This is an optimization exercise on Yosys and OpenROAD, whose aim is small area and a short achievable clock period, not a production implementation.
Only simulation tests tie the RTL to the original design; equivalence was not proved.
Power figures rest on the tool's default switching activity, not on a simulated workload.

Design fetch_dispatch, start of the top module:
module fetch_dispatch
(
    input  logic              clk1,
    input  logic              rst_n,
    input  logic              imem_we,
    input  logic [fetch_dispatch_pkg::PC_W-1:0]   imem_waddr,
    input  logic [31:0]       imem_wdata,
    input  logic              rs_add_free,
    input  logic              rs_mul_free,
    input  logic              rs_load_free,
    input  logic              rob_commit,
    input  logic [4:0]        rob_commit_dest,
    input  logic [fetch_dispatch_pkg::TAG_W-1:0]  rob_commit_tag,
    output logic [fetch_dispatch_pkg::PC_W-1:0]   pc,
    output logic [31:0]       inst,
    output logic              stall,
    output logic              disp_add_v,
    output logic              disp_mul_v,
    output logic              disp_load_v,
    output logic [6:0]        disp_fun7,
    output logic [2:0]        disp_fun3,
    output logic [4:0]        disp_rd,
    output logic [4:0]        disp_rs1,
    output logic [4:0]        disp_rs2,
    output logic [11:0]       disp_offset,
    output logic [fetch_dispatch_pkg::TAG_W-1:0]  disp_rob_tag,
    output logic              disp_src1_busy,
    output logic [fetch_dispatch_pkg::TAG_W-1:0]  disp_src1_tag,
    output logic              disp_src2_busy,
    output logic [fetch_dispatch_pkg::TAG_W-1:0]  disp_src2_tag
);
==> flow/config.mk <==
export PLATFORM = sky130hd
export DESIGN_NAME = fetch_dispatch
export DESIGN_NICKNAME = fetch_dispatch
export VERILOG_FILES = /design/flow/design.v
export SDC_FILE = /design/flow/constraint.sdc
export NUM_CORES = 4
export LEC_CHECK = 0
export CAP_MARGIN = 20
export CORE_MARGIN = 2
export CORE_UTILIZATION = 50
export CTS_CLUSTER_DIAMETER = 120
export CTS_CLUSTER_SIZE = 25
export SETUP_SLACK_MARGIN = 1.9
export SLEW_MARGIN = 20
export SYNTH_HIERARCHICAL = 1
export SYNTH_MINIMUM_KEEP_SIZE = 0
==> flow/constraint.sdc <==
create_clock -name core_clock -period 4.4 [get_ports {clk1}]
set_input_delay 0.8800 -clock core_clock [delete_from_list [all_inputs] [get_ports {clk1}]]
set_output_delay 0.8800 -clock core_clock [all_outputs]
set_load 0.01 [all_outputs]
standard.sh (not shown) runs the stock make flow with config.mk's settings and CLKGATE_MAP_FILE= SYNTH_SCRIPT=/design/flow/synth_recipe.tcl, a recipe that flattens the netlist after the stock synthesis.
==> flow/flow/run.sh <==
#!/bin/bash
# The standard ORFS layout (standard.sh, standard synthesis unchanged) with these
# changes to how the layout is made:
#  - MATCH_CELL_FOOTPRINT=0: the platform sets 1, which lets timing repair swap a
#    cell only for one of the same width, so it can hardly upsize anything;
#  - the port buffers that buffer_ports inserts are buf_4 instead of the platform's
#    default pick, a slow delay cell (clkdlybuf4s50_1);
#  - the floorplan step's timing repair (before placement, on wire-load estimates)
#    runs with no setup margin; the repairs after CTS and global routing use
#    config.mk's SETUP_SLACK_MARGIN.
# Each make run's whole output goes to its own log here; ORFS keeps each step's log
# under orfs/logs.
set -euo pipefail
V=(MATCH_CELL_FOOTPRINT=0 "BUFFER_PORTS_ARGS=-buffer_cell sky130_fd_sc_hd__buf_4")
bash standard.sh "${V[@]}" SETUP_SLACK_MARGIN=0 synth floorplan > flow_make_floorplan.log 2>&1
bash standard.sh "${V[@]}" finish > flow_make_finish.log 2>&1
The starting point completed without violations.
==> next run, changes <==
CORE_UTILIZATION = 45   (was 50)
SETUP_SLACK_MARGIN = 1.8   (was 1.9)
=>
- first-iteration DRC count fell by 11%
- critical path depth fell by 1
- via count fell by 2.6%
- hold slack loses 0.10 ns
- wire length fell by 4.6%
- power hardly moves
- design area fell by 0.86%
- clock-buffer cell count is unchanged
==> next run, changes <==
PLACE_DENSITY = 0.7   (was default)
SETUP_SLACK_MARGIN = 1.9   (was 1.8)
After rerunning: Worst setup slack degrades by 0.10 ns. Routed wire length hardly moves. Synthesized cell count stays the same. Cell area increases by 0.64%.
==> next run, changes <==
PLACE_DENSITY = default   (was 0.7)
Outcome:
- critical path depth drops by 2
- cell area drops by 0.33%
- final cell count stays flat
- die area stays the same
- routed wire length stays flat
==> next run, changes <==
SETUP_SLACK_MARGIN = 2.1   (was 1.9)
=> Hold slack is worse by 0.0056 ns. Die area is unchanged. Setup slack gets worse by 0.082 ns. Core utilization came out higher by 0.76 points. Final area came out higher by 1.5%. Via count climbs by 1.0%. Sequential power barely changes.

[port drivers added, routing unchanged]
In the flow no input, the clock included, has a driving cell. The finished layouts below were timed again as built, in two steps.
Step 1 (the two cells are an assumption about what drives the block):
set clk [get_ports {clk1}]
set_driving_cell -lib_cell sky130_fd_sc_hd__clkbuf_16 $clk
set_driving_cell -lib_cell sky130_fd_sc_hd__buf_2 [delete_from_list [all_inputs] $clk]
Step 2 also shifts input and output timing later by t, the mid clock arrival at the registers, as if the neighbouring blocks saw the same clock.
Slacks: ideal ports / drivers / drivers and shift; pairs: ideal ports / drivers.
| run | t (ns) | slack for setup (ns) | worst hold slack (ns) | worst setup path at the end |
|---|---|---|---|---|
| the first run | 1.029 | 1.686 / 1.686 / 0.744 | 0.341 / 0.267 / 0.353 | input to register |
| the second run | 1.053 | 1.730 / 1.700 / 0.647 | 0.238 / 0.175 / 0.356 | input to register |
| the third run | 1.025 | 1.630 / 1.630 / 0.639 | 0.277 / 0.296 / 0.354 | input to register |
| the fourth run | 1.055 | 1.835 / 1.827 / 0.882 | 0.234 / 0.171 / 0.356 | input to register |
| the fifth run | 1.057 | 1.754 / 1.754 / 0.992 | 0.229 / 0.165 / 0.353 | input to register |
After both steps setup and hold are still met in every run listed. For the second run, which loses most, drivers alone change the setup slack by -0.030 ns; drivers and shift together by -1.083 ns.
